This is an optimization exercise on Yosys and OpenROAD, whose aim is small area, not a production implementation. The RTL was checked by simulation tests, not by an equivalence proof against the original design. Power is estimated from default activity; no workload was simulated.

## run A
// cpu_top
module cpu_top (
    input  logic        clk,
    input  logic        rst_n,
    input  logic [15:0] i_imem_data,
    input  logic [15:0] i_dmem_rdata,
    output logic [10:0] o_imem_addr,
    output logic [10:0] o_dmem_addr,
    output logic        o_dmem_we,
    output logic [15:0] o_dmem_wdata,
    output logic        o_io_stall
);
For scale: roughly 1200 cells after synthesis, ~74 I/O pins, roughly 13000 sq um of cells after synthesis.
export LEC_CHECK = 0
export ABC_AREA = 1
export CAP_MARGIN = 10
export CORE_MARGIN = 2
export CORE_UTILIZATION = 55
export GPL_TIMING_DRIVEN = 1
export PLACE_DENSITY = 0.75
export SLEW_MARGIN = 10
create_clock -name core_clock -period 5.5 [get_ports {clk}]
standard.sh (not shown) runs the stock make flow with config.mk's settings and CLKGATE_MAP_FILE= SYNTH_SCRIPT=/design/flow/synth_recipe.tcl, a recipe that flattens the netlist after the stock synthesis.
==> flow/flow/run.sh <==
#!/bin/bash
# Layout flow: ORFS through the standard.sh, with
#  - synthesis mapping combinational logic with the ABC script in
#    flow/abc_area.script (ORFS's synthesis is otherwise unchanged: same
#    yosys passes, same flip-flop mapping and register names),
#  - the make variables listed in flow/extra.txt (one NAME=VALUE per line).
# Each tool's full output stays in orfs/logs; make's output is in standard.log.
set -euo pipefail
cp -r "$FLOW_HOME/scripts" scripts_own
cp flow/abc_area.script scripts_own/abc_area.script
args=("SCRIPTS_DIR=$PWD/scripts_own")
if [[ -f flow/extra.txt ]]; then
  while IFS= read -r line; do
    [[ -z "$line" || "$line" == \#* ]] && continue
    args+=("$line")
  done < flow/extra.txt
fi
printf '%s\n' "${args[@]}" > make_args.log
bash standard.sh finish "${args[@]}" > standard.log 2>&1
==> flow/flow/abc_area.script <==
strash
dc2
&get -n
&st
&dch
&nf -R 1000
&put
topo
==> flow/flow/extra.txt <==
BUFFER_PORTS_ARGS=-buffer_cell sky130_fd_sc_hd__buf_1
CTS_ARGS=-sink_clustering_enable -repair_clock_nets -dont_use_dummy_load -sink_clustering_size 27 -sink_clustering_max_diameter 200 -buf_list {sky130_fd_sc_hd__clkbuf_8 sky130_fd_sc_hd__clkbuf_16}
The following lists how run B was set up differently from run A:
==> flow/flow/abc_area.script <==
strash
&get -n
&st
&dch
&nf -R 1000
&put
topo
==> flow/flow/extra.txt <==
BUFFER_PORTS_ARGS=-buffer_cell sky130_fd_sc_hd__buf_1
CTS_ARGS=-sink_clustering_enable -repair_clock_nets -dont_use_dummy_load -sink_clustering_size 22 -sink_clustering_max_diameter 200 -buf_list {sky130_fd_sc_hd__clkbuf_8 sky130_fd_sc_hd__clkbuf_16}
diff --git a/flow/config.mk b/flow/config.mk
--- a/flow/config.mk
+++ b/flow/config.mk
@@ -13 +12,0 @@
-export PLACE_DENSITY = 0.75
Findings:
Run B | stages: all done | timing, DRC, antenna: all pass
Sort run B and run A by last weighted congestion value of the routability-driven placer desc -> top: run B
Per the comparison of run B with run A, synthesized area up 0.87%, utilization after layout up 3.1 points, post-synthesis instance total up about 0.65%.
Count of buffering cells on the critical path with inverters included: run B and run A compared, higher one is run A
Diff run B and run A: die boundary width lower in run A
Part of the power in the clock network: run B vs run A, no meaningful difference
Here is what was changed in the inputs of run C compared with run B.
==> flow/flow/abc_area.script <==
strash
dc2
&get -n
&st
&dch
&nf -R 1000
&put
topo
Run C finished end to end and its layout was clean on timing, DRC and antenna.
Between run B and run C, the difference in via count is negligible.
Between run B and run C, worst hold margin decreased.
Run C vs run B, met3 capacity usage during global routing went up by 3.3 points.
Taking run B as the reference point, the portion of total power attributed to combinational logic of run C falls by 4.0 points.
Input-level comparison between run D and run C:
==> flow/flow/extra.txt <==
BUFFER_PORTS_ARGS=-buffer_cell sky130_fd_sc_hd__buf_1
CTS_ARGS=-sink_clustering_enable -repair_clock_nets -dont_use_dummy_load -sink_clustering_size 10 -sink_clustering_max_diameter 120 -buf_list {sky130_fd_sc_hd__clkbuf_4 sky130_fd_sc_hd__clkbuf_8}
diff --git a/flow/config.mk b/flow/config.mk
--- a/flow/config.mk
+++ b/flow/config.mk
@@ -12,0 +13 @@
+export PLACE_DENSITY = 0.75
==> notes.md <==
Comparing run D and run C, the lower last weighted congestion value of the routability-driven placer was measured on run D.
Via density per instance sits higher in run D than in run C.
The multi-input gate share of the layout cell area was comparable across run D and run C.
Run D finished every stage and its layout cleared the timing, DRC and antenna checks.
The higher fill cell instance count of the final layout came out of run C.
Diff run C -> run D: final standard cell area without fillers held; count of vias placed by the detailed router went up 3.6%; clock network power share went up 0.6 points; number of nets in the final layout went up 11.
When the final numbers for run D and run C were put side by side, the register-to-register slack turned out to be greater in run C.
[inputs] run E vs run D
==> flow/flow/abc_area.script <==
strash
&get -n
&st
&dch
&nf
&put
topo
==> flow/flow/extra.txt <==
BUFFER_PORTS_ARGS=-buffer_cell sky130_fd_sc_hd__buf_1
CTS_ARGS=-sink_clustering_enable -repair_clock_nets -dont_use_dummy_load -sink_clustering_size 22 -sink_clustering_max_diameter 200 -buf_list {sky130_fd_sc_hd__clkbuf_8 sky130_fd_sc_hd__clkbuf_16}
diff --git a/flow/config.mk b/flow/config.mk
--- a/flow/config.mk
+++ b/flow/config.mk
@@ -9 +9 @@
-export CAP_MARGIN = 10
+export CAP_MARGIN = 0
@@ -12,3 +12,2 @@
-export GPL_TIMING_DRIVEN = 1
-export PLACE_DENSITY = 0.75
-export SLEW_MARGIN = 10
+export GPL_TIMING_DRIVEN = 0
+export SLEW_MARGIN = 0
==> notes.md <==
- The post-detailed-route via-to-cell ratio in run E was lower than what run D gave.
- [run E] clock-pin transition on the worst setup and hold timing paths rose 0.02 ns relative to run D
- Taking run D as the reference, in run E clock-buffer cell count has decreased; instance area at placement has increased.

separate check: timing with driven ports:
The results above use ideal ports. As a check the final layouts listed here were re-extracted and re-timed, cells and wires unchanged.
Step 1 assumes that a clkbuf_16 drives the clock port and a buf_2 every other input.
Step 2 also shifts input and output timing later by t, the mid clock arrival at the registers, as if the neighbouring blocks saw the same clock.
a / b / c = ideal / step 1 / step 2; a / b = the first two.
run | shift t [ns] | setup WS [ns] | slew at the worst register clock pin (ns) | worst data-port slew with drivers (ns)
run A | 0.530 | 0.378 / 0.378 / 0.178 | 0.11 / 0.11 | 0.05
run B | 0.540 | 0.249 / 0.249 / -0.031 | 0.10 / 0.10 | 0.04
run C | 0.555 | 0.573 / 0.573 / 0.219 | 0.10 / 0.10 | 0.04
run D | 0.586 | 0.394 / 0.394 / 0.134 | 0.08 / 0.08 | 0.05
run E | 0.546 | 0.297 / 0.297 / -0.203 | 0.10 / 0.10 | 0.03
With both steps, setup timing fails in run B and run E, where it was met with ideal ports. The setup slack of run E, which loses most, moves by 0.000 ns with the drivers and by -0.500 ns with both steps.
